Background: an optimization exercise with open tools, aiming at small area, a short achievable clock period and few clock cycles. Do not read the settings as production practice.
RTL that was checked went through simulation tests only; none was proved equivalent to the original.
Power figures rest on the tool's default switching activity, not on a simulated workload.

// lc4_core
module lc4_core (
  input  wire        gwe,
  input  wire        i_rst_n,
  input  wire [15:0] i_imem_data,
  output wire [15:0] o_imem_addr,
  output wire        o_retire_valid,
  output wire [15:0] o_retire_pc,
  output wire [15:0] o_retire_insn,
  output wire        o_retire_regfile_we,
  output wire [2:0]  o_retire_wsel,
  output wire [15:0] o_retire_result,
  output wire        o_retire_nzp_we,
  output wire [2:0]  o_retire_nzp
);
Size in the first run: about 1400 cells after synthesis, roughly 260 flip-flops.
==> module lc4_core, before the edit <==
module lc4_core (
  input  wire        gwe,
  input  wire        i_rst_n,
  input  wire [15:0] i_imem_data,
  output wire [15:0] o_imem_addr,
  output wire        o_retire_valid,
  output wire [15:0] o_retire_pc,
  output wire [15:0] o_retire_insn,
  output wire        o_retire_regfile_we,
  output wire [2:0]  o_retire_wsel,
  output wire [15:0] o_retire_result,
  output wire        o_retire_nzp_we,
  output wire [2:0]  o_retire_nzp
);
  localparam [15:0] rst_pc = 16'h8200;
  reg  [15:0] regs [0:7];
  reg  [15:0] pc_q;       
  reg  [15:0] x_pc;       
  reg         x_valid;
  reg  [15:0] x_insn;
  reg  [15:0] x_a;        
  reg  [15:0] x_b;        
  reg         x_sub;
  reg         r_valid;
  reg  [15:0] r_pc;
  reg  [15:0] r_insn;
  reg  [15:0] r_result;
  reg  [2:0]  nzp_q;      
  function automatic writes_f(input [15:0] w);
    writes_f = w[15:12] == 4'b1001 || w[15:12] == 4'b0101 ||
               (w[15:12] == 4'b0001 && (w[5] || !w[3]));
  endfunction
  function automatic [2:0] nzp_f(input [15:0] v);
    nzp_f = v[15] ? 3'b100 : (v == 16'd0) ? 3'b010 : 3'b001;
  endfunction
  wire       r_writes = r_valid && writes_f(r_insn);
  wire [2:0] r_nzp    = nzp_f(r_result);
  wire [2:0] nzp_r    = r_writes ? r_nzp : nzp_q;   
  wire        x_writes = writes_f(x_insn);
  wire        x_logic  = x_insn[15:12] == 4'b0101;
  wire        x_const  = x_insn[15:12] == 4'b1001;
  wire [1:0]  x_lop    = x_insn[5] ? 2'b00 : x_insn[4:3];   
  wire [2:0]  x_cnzp   = nzp_f(x_b);                        
  wire [15:0] a = x_a;
  wire [15:0] b = x_b;
  wire [15:0] sum;
  lc4_add16 u_add (.i_a(a), .i_b(b), .i_cin(x_sub), .o_sum(sum));
  reg  [15:0] logic_v;
  reg         z_logic;
  reg         n_logic;
  always @(*) begin
    case (x_lop)
      2'b00:   begin logic_v = a & b; z_logic = ~|(a & b);   n_logic = a[15] & b[15]; end
      2'b01:   begin logic_v = ~a;    z_logic = &a;          n_logic = ~a[15];        end
      2'b10:   begin logic_v = a | b; z_logic = ~|(a | b);   n_logic = a[15] | b[15]; end
      default: begin logic_v = a ^ b; z_logic = a == b;      n_logic = a[15] ^ b[15]; end
    endcase
  end
  wire [15:0] result = x_const ? x_b : x_logic ? logic_v : sum;
  wire [15:0] p     = a ^ b;
  wire [15:0] o     = a | b;
  wire        z_add = &(p ~^ {o[14:0], x_sub});
  wire [15:0] fa   = pc_q;
  wire [15:0] insn = i_imem_data;
  wire [3:0]  op   = insn[15:12];
  wire [2:0]  m    = insn[11:9];    
  wire [15:0] imm5 = {{11{insn[4]}}, insn[4:0]};
  wire [15:0] imm9 = {{7{insn[8]}}, insn[8:0]};
  wire [2:0]  r_rd = r_insn[11:9];
  wire [2:0]  x_rd = x_insn[11:9];
  wire        x_wr = x_valid && x_writes;
  wire [15:0] rs_v = (r_writes && r_rd == insn[8:6]) ? r_result : regs[insn[8:6]];
  wire [15:0] rt_v = (r_writes && r_rd == insn[2:0]) ? r_result : regs[insn[2:0]];
  wire        f_sub   = op == 4'b0001 && !insn[5] && insn[4:3] == 2'b10;
  wire        f_const = op == 4'b1001;
  wire        byp_a   = x_wr && x_rd == insn[8:6];
  wire        byp_b   = x_wr && x_rd == insn[2:0] && !insn[5] && !f_const;
  wire [15:0] a_next  = byp_a ? result : rs_v;
  wire [15:0] b_next  = byp_b ? result : f_const ? imm9 : insn[5] ? imm5 : rt_v;
  wire hit_add   = sum[15] ? m[2] : z_add ? m[1] : m[0];
  wire hit_logic = n_logic ? m[2] : z_logic ? m[1] : m[0];
  wire hit_const = |(m & x_cnzp);
  wire hit_r     = |(m & nzp_r);
  wire hit_x     = x_const ? hit_const : x_logic ? hit_logic : hit_add;
  wire f_taken   = op == 4'b0000 && (x_wr ? hit_x : hit_r);
  wire [9:0]  tgt_lo = {1'b0, fa[8:0]} + {1'b0, imm9[8:0]} + 10'd1;
  wire [6:0]  hi_up, hi_dn;
  wire [15:0] fa_inc, hi_up16, hi_dn16;
  lc4_add16 u_inc (.i_a(fa),    .i_b(16'd0),    .i_cin(1'b1), .o_sum(fa_inc));
  lc4_add16 u_up  (.i_a({9'd0, fa[15:9]}), .i_b(16'd0),    .i_cin(1'b1), .o_sum(hi_up16));
  lc4_add16 u_dn  (.i_a({9'd0, fa[15:9]}), .i_b(16'hffff), .i_cin(1'b0), .o_sum(hi_dn16));
  assign hi_up = hi_up16[6:0];
  assign hi_dn = hi_dn16[6:0];
  wire [6:0]  tgt_hi = (tgt_lo[9] == insn[8]) ? fa[15:9] : tgt_lo[9] ? hi_up : hi_dn;
  wire [15:0] fa_tgt = {tgt_hi, tgt_lo[8:0]};
  assign o_imem_addr = fa;
  wire [15:0] wd = i_rst_n ? r_result : 16'd0;   
  integer i;
  always @(posedge gwe) begin
    for (i = 0; i < 8; i = i + 1)
      if (!i_rst_n || (r_writes && r_rd == i)) regs[i] <= wd;
  end
  always @(posedge gwe) begin
    if (!i_rst_n) begin
      pc_q    <= rst_pc;
      x_valid <= 1'b0;
      r_valid <= 1'b0;
      nzp_q   <= 3'b000;
    end else begin
      pc_q    <= f_taken ? fa_tgt : fa_inc;
      x_valid <= 1'b1;
      r_valid <= x_valid;
      nzp_q   <= nzp_r;
    end
  end
  always @(posedge gwe) begin
    x_pc     <= pc_q;
    x_insn   <= insn;
    x_a      <= a_next;
    x_b      <= b_next ^ {16{f_sub}};
    x_sub    <= f_sub;
    r_pc     <= x_pc;
    r_insn   <= x_insn;
    r_result <= result;
  end
  assign o_retire_valid      = r_valid;
  assign o_retire_pc         = r_pc;
  assign o_retire_insn       = r_insn;
  assign o_retire_regfile_we = writes_f(r_insn);
  assign o_retire_wsel       = r_insn[11:9];
  assign o_retire_result     = r_result;
  assign o_retire_nzp_we     = writes_f(r_insn);
  assign o_retire_nzp        = r_nzp;
endmodule
==> flow/config.mk <==
export PLATFORM = sky130hd
export DESIGN_NAME = lc4_core
export DESIGN_NICKNAME = lc4_core
export VERILOG_FILES = /design/flow/design.v
export SDC_FILE = /design/flow/constraint.sdc
export NUM_CORES = 4
export LEC_CHECK = 0
export CAP_MARGIN = 20
export CORE_MARGIN = 2
export CORE_UTILIZATION = 40
export CTS_BUF_LIST = sky130_fd_sc_hd__clkbuf_4 sky130_fd_sc_hd__clkbuf_8
export SETUP_SLACK_MARGIN = 2.0
export SLEW_MARGIN = 20
==> flow/constraint.sdc <==
create_clock -name core_clock -period 4.6 [get_ports {gwe}]
set_input_delay 0.9200 -clock core_clock [delete_from_list [all_inputs] [get_ports {gwe}]]
set_output_delay 0.9200 -clock core_clock [all_outputs]
set_load 0.01 [all_outputs]
standard.sh (not shown) runs the stock make flow with config.mk's settings and CLKGATE_MAP_FILE= SYNTH_SCRIPT=/design/flow/synth_recipe.tcl, a recipe that flattens the netlist after the stock synthesis.
==> flow/flow/run.sh <==
#!/bin/bash
# The standard layout, with buf_2 as the cell that buffers each input and output
# port (the default picks a delay cell). Everything else is the standard.sh.
set -euo pipefail
export BUFFER_PORTS_ARGS="-buffer_cell sky130_fd_sc_hd__buf_2"
bash standard.sh > standard.log 2>&1
The first run completed without violations.
Then changed:
--- a/flow/design.v
+++ b/flow/design.v
@@ -45,12 +45,13 @@
   output wire        o_retire_nzp_we,
   output wire [2:0]  o_retire_nzp
 );
   localparam [15:0] rst_pc = 16'h8200;
   reg  [15:0] regs [0:7];
-  reg  [15:0] pc_q;       
-  reg  [15:0] x_pc;       
+  reg  [15:0] seq_q;
+  reg  [15:0] tgt_q;
+  reg         taken_q;
   reg         x_valid;
   reg  [15:0] x_insn;
   reg  [15:0] x_a;        
   reg  [15:0] x_b;        
   reg         x_sub;
@@ -91,11 +92,11 @@
   end
   wire [15:0] result = x_const ? x_b : x_logic ? logic_v : sum;
   wire [15:0] p     = a ^ b;
   wire [15:0] o     = a | b;
   wire        z_add = &(p ~^ {o[14:0], x_sub});
-  wire [15:0] fa   = pc_q;
+  wire [15:0] fa   = taken_q ? tgt_q : seq_q;
   wire [15:0] insn = i_imem_data;
   wire [3:0]  op   = insn[15:12];
   wire [2:0]  m    = insn[11:9];    
   wire [15:0] imm5 = {{11{insn[4]}}, insn[4:0]};
   wire [15:0] imm9 = {{7{insn[8]}}, insn[8:0]};
@@ -116,45 +117,47 @@
   wire hit_r     = |(m & nzp_r);
   wire hit_x     = x_const ? hit_const : x_logic ? hit_logic : hit_add;
   wire f_taken   = op == 4'b0000 && (x_wr ? hit_x : hit_r);
   wire [9:0]  tgt_lo = {1'b0, fa[8:0]} + {1'b0, imm9[8:0]} + 10'd1;
   wire [6:0]  hi_up, hi_dn;
-  wire [15:0] fa_inc, hi_up16, hi_dn16;
+  wire [15:0] fa_inc, seq_dec, hi_up16, hi_dn16;
   lc4_add16 u_inc (.i_a(fa),    .i_b(16'd0),    .i_cin(1'b1), .o_sum(fa_inc));
+  lc4_add16 u_dec (.i_a(seq_q), .i_b(16'hffff), .i_cin(1'b0), .o_sum(seq_dec));
   lc4_add16 u_up  (.i_a({9'd0, fa[15:9]}), .i_b(16'd0),    .i_cin(1'b1), .o_sum(hi_up16));
   lc4_add16 u_dn  (.i_a({9'd0, fa[15:9]}), .i_b(16'hffff), .i_cin(1'b0), .o_sum(hi_dn16));
   assign hi_up = hi_up16[6:0];
   assign hi_dn = hi_dn16[6:0];
   wire [6:0]  tgt_hi = (tgt_lo[9] == insn[8]) ? fa[15:9] : tgt_lo[9] ? hi_up : hi_dn;
-  wire [15:0] fa_tgt = {tgt_hi, tgt_lo[8:0]};
   assign o_imem_addr = fa;
   wire [15:0] wd = i_rst_n ? r_result : 16'd0;   
   integer i;
   always @(posedge gwe) begin
     for (i = 0; i < 8; i = i + 1)
       if (!i_rst_n || (r_writes && r_rd == i)) regs[i] <= wd;
   end
   always @(posedge gwe) begin
     if (!i_rst_n) begin
-      pc_q    <= rst_pc;
+      seq_q   <= rst_pc;
+      taken_q <= 1'b0;
       x_valid <= 1'b0;
       r_valid <= 1'b0;
       nzp_q   <= 3'b000;
     end else begin
-      pc_q    <= f_taken ? fa_tgt : fa_inc;
+      seq_q   <= fa_inc;
+      taken_q <= f_taken;
       x_valid <= 1'b1;
       r_valid <= x_valid;
       nzp_q   <= nzp_r;
     end
   end
   always @(posedge gwe) begin
-    x_pc     <= pc_q;
+    tgt_q    <= {tgt_hi, tgt_lo[8:0]};
     x_insn   <= insn;
     x_a      <= a_next;
     x_b      <= b_next ^ {16{f_sub}};
     x_sub    <= f_sub;
-    r_pc     <= x_pc;
+    r_pc     <= seq_dec;   
     r_insn   <= x_insn;
     r_result <= result;
   end
   assign o_retire_valid      = r_valid;
   assign o_retire_pc         = r_pc;
Effect: Global-route usage decreases by 0.17 points; count of clock-buffer cells in the layout decreases by 5; wire length increases by about 2%; final area increases by about 3.6%; final cell count increases by 2.0%; utilization increases by 0.39 points; worst setup slack gets better by 320 ps; non-clock buffer count increases by 2.
Testbench counts after the change, summed over its fixed seeds: cycles 24,008.
Function not checked in the first run of this note: the RTL went through the layout flow alone.

========
Setup of main:
Another version of the RTL of lc4_core (not shown whole).
Size: roughly 260 flip-flops, ~14,000 um^2 of cells after synthesis.
Design lc4_core, start of the top module:
module lc4_core (
  input  wire        gwe,
  input  wire        i_rst_n,
  input  wire [15:0] i_imem_data,
  output wire [15:0] o_imem_addr,
  output wire        o_retire_valid,
  output wire [15:0] o_retire_pc,
  output wire [15:0] o_retire_insn,
  output wire        o_retire_regfile_we,
  output wire [2:0]  o_retire_wsel,
  output wire [15:0] o_retire_result,
  output wire        o_retire_nzp_we,
  output wire [2:0]  o_retire_nzp
);
==> module lc4_core, before the edit <==
module lc4_core (
  input  wire        gwe,
  input  wire        i_rst_n,
  input  wire [15:0] i_imem_data,
  output wire [15:0] o_imem_addr,
  output wire        o_retire_valid,
  output wire [15:0] o_retire_pc,
  output wire [15:0] o_retire_insn,
  output wire        o_retire_regfile_we,
  output wire [2:0]  o_retire_wsel,
  output wire [15:0] o_retire_result,
  output wire        o_retire_nzp_we,
  output wire [2:0]  o_retire_nzp
);
  localparam [15:0] rst_pc = 16'h8200;
  reg  [15:0] regs [0:7];
  reg  [15:0] seq_q;
  reg  [15:0] tgt_q;
  reg         taken_q;
  reg         x_valid;
  reg  [15:0] x_insn;
  reg  [15:0] x_a;        
  reg  [15:0] x_b;        
  reg         x_sub;
  reg         r_valid;
  reg  [15:0] r_pc;
  reg  [15:0] r_insn;
  reg  [15:0] r_result;
  reg  [2:0]  nzp_q;      
  function automatic writes_f(input [15:0] w);
    writes_f = w[15:12] == 4'b1001 || w[15:12] == 4'b0101 ||
               (w[15:12] == 4'b0001 && (w[5] || !w[3]));
  endfunction
  function automatic [2:0] nzp_f(input [15:0] v);
    nzp_f = v[15] ? 3'b100 : (v == 16'd0) ? 3'b010 : 3'b001;
  endfunction
  wire       r_writes = r_valid && writes_f(r_insn);
  wire [2:0] r_nzp    = nzp_f(r_result);
  wire [2:0] nzp_r    = r_writes ? r_nzp : nzp_q;   
  wire        x_writes = writes_f(x_insn);
  wire        x_logic  = x_insn[15:12] == 4'b0101;
  wire        x_const  = x_insn[15:12] == 4'b1001;
  wire [1:0]  x_lop    = x_insn[5] ? 2'b00 : x_insn[4:3];   
  wire [2:0]  x_cnzp   = nzp_f(x_b);                        
  wire [15:0] a = x_a;
  wire [15:0] b = x_b;
  wire [15:0] sum;
  lc4_add16 u_add (.i_a(a), .i_b(b), .i_cin(x_sub), .o_sum(sum));
  reg  [15:0] logic_v;
  reg         z_logic;
  reg         n_logic;
  always @(*) begin
    case (x_lop)
      2'b00:   begin logic_v = a & b; z_logic = ~|(a & b);   n_logic = a[15] & b[15]; end
      2'b01:   begin logic_v = ~a;    z_logic = &a;          n_logic = ~a[15];        end
      2'b10:   begin logic_v = a | b; z_logic = ~|(a | b);   n_logic = a[15] | b[15]; end
      default: begin logic_v = a ^ b; z_logic = a == b;      n_logic = a[15] ^ b[15]; end
    endcase
  end
  wire [15:0] result = x_const ? x_b : x_logic ? logic_v : sum;
  wire [15:0] p     = a ^ b;
  wire [15:0] o     = a | b;
  wire        z_add = &(p ~^ {o[14:0], x_sub});
  wire [15:0] fa   = taken_q ? tgt_q : seq_q;
  wire [15:0] insn = i_imem_data;
  wire [3:0]  op   = insn[15:12];
  wire [2:0]  m    = insn[11:9];    
  wire [15:0] imm5 = {{11{insn[4]}}, insn[4:0]};
  wire [15:0] imm9 = {{7{insn[8]}}, insn[8:0]};
  wire [2:0]  r_rd = r_insn[11:9];
  wire [2:0]  x_rd = x_insn[11:9];
  wire        x_wr = x_valid && x_writes;
  wire [15:0] rs_v = regs[insn[8:6]];
  wire [15:0] rt_v = regs[insn[2:0]];
  wire        f_sub   = op == 4'b0001 && !insn[5] && insn[4:3] == 2'b10;
  wire        f_const = op == 4'b1001;
  wire        byp_a   = x_wr && x_rd == insn[8:6];
  wire        byp_b   = x_wr && x_rd == insn[2:0] && !insn[5] && !f_const;
  wire [15:0] a_next  = byp_a ? result : rs_v;
  wire [15:0] b_next  = byp_b ? result : f_const ? imm9 : insn[5] ? imm5 : rt_v;
  wire hit_add   = sum[15] ? m[2] : z_add ? m[1] : m[0];
  wire hit_logic = n_logic ? m[2] : z_logic ? m[1] : m[0];
  wire hit_const = |(m & x_cnzp);
  wire hit_r     = |(m & nzp_r);
  wire hit_x     = x_const ? hit_const : x_logic ? hit_logic : hit_add;
  wire f_taken   = op == 4'b0000 && (x_wr ? hit_x : hit_r);
  wire [9:0]  tgt_lo = {1'b0, fa[8:0]} + {1'b0, imm9[8:0]} + 10'd1;
  wire [6:0]  hi_up, hi_dn;
  wire [15:0] fa_inc, seq_dec, hi_up16, hi_dn16;
  lc4_add16 u_inc (.i_a(fa),    .i_b(16'd0),    .i_cin(1'b1), .o_sum(fa_inc));
  lc4_add16 u_dec (.i_a(seq_q), .i_b(16'hffff), .i_cin(1'b0), .o_sum(seq_dec));
  lc4_add16 u_up  (.i_a({9'd0, fa[15:9]}), .i_b(16'd0),    .i_cin(1'b1), .o_sum(hi_up16));
  lc4_add16 u_dn  (.i_a({9'd0, fa[15:9]}), .i_b(16'hffff), .i_cin(1'b0), .o_sum(hi_dn16));
  assign hi_up = hi_up16[6:0];
  assign hi_dn = hi_dn16[6:0];
  wire [6:0]  tgt_hi = (tgt_lo[9] == insn[8]) ? fa[15:9] : tgt_lo[9] ? hi_up : hi_dn;
  assign o_imem_addr = fa;
  wire [15:0] wd = i_rst_n ? result : 16'd0;   
  integer i;
  always @(posedge gwe) begin
    for (i = 0; i < 8; i = i + 1)
      if (!i_rst_n || (x_wr && x_rd == i)) regs[i] <= wd;
  end
  always @(posedge gwe) begin
    if (!i_rst_n) begin
      seq_q   <= rst_pc;
      taken_q <= 1'b0;
      x_valid <= 1'b0;
      r_valid <= 1'b0;
      nzp_q   <= 3'b000;
    end else begin
      seq_q   <= fa_inc;
      taken_q <= f_taken;
      x_valid <= 1'b1;
      r_valid <= x_valid;
      nzp_q   <= nzp_r;
    end
  end
  always @(posedge gwe) begin
    tgt_q    <= {tgt_hi, tgt_lo[8:0]};
    x_insn   <= insn;
    x_a      <= a_next;
    x_b      <= b_next ^ {16{f_sub}};
    x_sub    <= f_sub;
    r_pc     <= seq_dec;   
    r_insn   <= x_insn;
    r_result <= result;
  end
  assign o_retire_valid      = r_valid;
  assign o_retire_pc         = r_pc;
  assign o_retire_insn       = r_insn;
  assign o_retire_regfile_we = writes_f(r_insn);
  assign o_retire_wsel       = r_insn[11:9];
  assign o_retire_result     = r_result;
  assign o_retire_nzp_we     = writes_f(r_insn);
  assign o_retire_nzp        = r_nzp;
endmodule
export LEC_CHECK = 0
export CAP_MARGIN = 20
export CORE_MARGIN = 2
export CORE_UTILIZATION = 55
export CTS_BUF_LIST = sky130_fd_sc_hd__clkbuf_8 sky130_fd_sc_hd__clkbuf_16
export CTS_CLUSTER_DIAMETER = 80
export CTS_CLUSTER_SIZE = 24
export SETUP_SLACK_MARGIN = 2.0
export SLEW_MARGIN = 20
export TNS_END_PERCENT = 0
create_clock -name core_clock -period 4.6 [get_ports {gwe}]
==> flow/flow/run.sh <==
#!/bin/bash
# The standard layout, with two changes:
#  - buf_2 is the cell that buffers each input and output port (the default
#    picks a delay cell);
#  - synthesis leaves adders to ABC (no extract_fa / full-adder cell mapping),
#    so carry chains can be restructured for speed. Registers are unchanged.
# Everything else is the standard.sh.
set -euo pipefail
export BUFFER_PORTS_ARGS="-buffer_cell sky130_fd_sc_hd__buf_2"
export ADDER_MAP_FILE=
bash standard.sh > standard.log 2>&1
Input changes introduced in the feature branch (baseline for comparison: main):
diff --git a/flow/design.v b/flow/design.v
--- a/flow/design.v
+++ b/flow/design.v
@@ -102,10 +102,10 @@
   wire [15:0] imm9 = {{7{insn[8]}}, insn[8:0]};
   wire [2:0]  r_rd = r_insn[11:9];
   wire [2:0]  x_rd = x_insn[11:9];
   wire        x_wr = x_valid && x_writes;
-  wire [15:0] rs_v = regs[insn[8:6]];
-  wire [15:0] rt_v = regs[insn[2:0]];
+  wire [15:0] rs_v = (r_writes && r_rd == insn[8:6]) ? r_result : regs[insn[8:6]];
+  wire [15:0] rt_v = (r_writes && r_rd == insn[2:0]) ? r_result : regs[insn[2:0]];
   wire        f_sub   = op == 4'b0001 && !insn[5] && insn[4:3] == 2'b10;
   wire        f_const = op == 4'b1001;
   wire        byp_a   = x_wr && x_rd == insn[8:6];
   wire        byp_b   = x_wr && x_rd == insn[2:0] && !insn[5] && !f_const;
@@ -127,13 +127,13 @@
   assign hi_up = hi_up16[6:0];
   assign hi_dn = hi_dn16[6:0];
   wire [6:0]  tgt_hi = (tgt_lo[9] == insn[8]) ? fa[15:9] : tgt_lo[9] ? hi_up : hi_dn;
   assign o_imem_addr = fa;
-  wire [15:0] wd = i_rst_n ? result : 16'd0;   
+  wire [15:0] wd = i_rst_n ? r_result : 16'd0;   
   integer i;
   always @(posedge gwe) begin
     for (i = 0; i < 8; i = i + 1)
-      if (!i_rst_n || (x_wr && x_rd == i)) regs[i] <= wd;
+      if (!i_rst_n || (r_writes && r_rd == i)) regs[i] <= wd;
   end
   always @(posedge gwe) begin
     if (!i_rst_n) begin
       seq_q   <= rst_pc;
--- outcome ---
- Against main, the feature branch reports a count of different cell masters after synthesis that is lower.
- The arrival time at the worst endpoint number comes out higher for main vs the feature branch.
- Count of plain and timing-repair buffers (higher): main
- Of the two candidates, main has the better design area and the feature branch the worse one.
- Sequential share of layout area: the feature branch vs main down 1.2 points
- Per the comparison of the feature branch with main, synthesized area +370 um^2, shortest clock period the worst path allows after layout +0.056 ns, final wirelength -1.7%, post-synthesis average cell area +0.87%, area used by sequential logic in the layout ~0 delta.
- [the feature branch] worst setup slack fell 0.056 ns relative to main
- Compared with main, the feature branch shows a power per cell area that is 1.1% lower.
Testbench counts of the feature branch, summed over its fixed seeds: cycles 24,008.
Function not checked in main: the RTL went through the layout flow alone.

## what the ideal ports hide
The flow's constraints put no driver on any port. The routed layouts listed below were extracted and timed again, unchanged, in two steps. Step 1 sets driving cells, clkbuf_16 on the clock port and buf_2 on the other inputs (assumed; they add their load-dependent delay and slew). Step 2 also shifts input and output timing later by t, the mid clock arrival at the registers, as if the neighbouring blocks saw the same clock. Slacks: ideal / step 1 / step 2; pairs: ideal / step 1.
run	t, ns	slack for setup (ns)	worst setup path after step 2	clock arrival spread, ns	worst register clock-pin slew, ns
the first run of note 1	0.603	1.583 / 1.583 / 1.199	input to register	0.027 / 0.027	0.06 / 0.06
the second run of note 1	0.616	1.905 / 1.853 / 1.456	input to register	0.041 / 0.040	0.07 / 0.07
main	0.551	1.767 / 1.767 / 1.317	input to register	0.031 / 0.031	0.11 / 0.11
the feature branch	0.551	1.711 / 1.659 / 1.205	input to register	0.023 / 0.023	0.10 / 0.10
After both steps setup and hold are still met in every run listed. The setup slack of the feature branch, which loses most, moves by -0.052 ns with the drivers and by -0.506 ns with both steps.
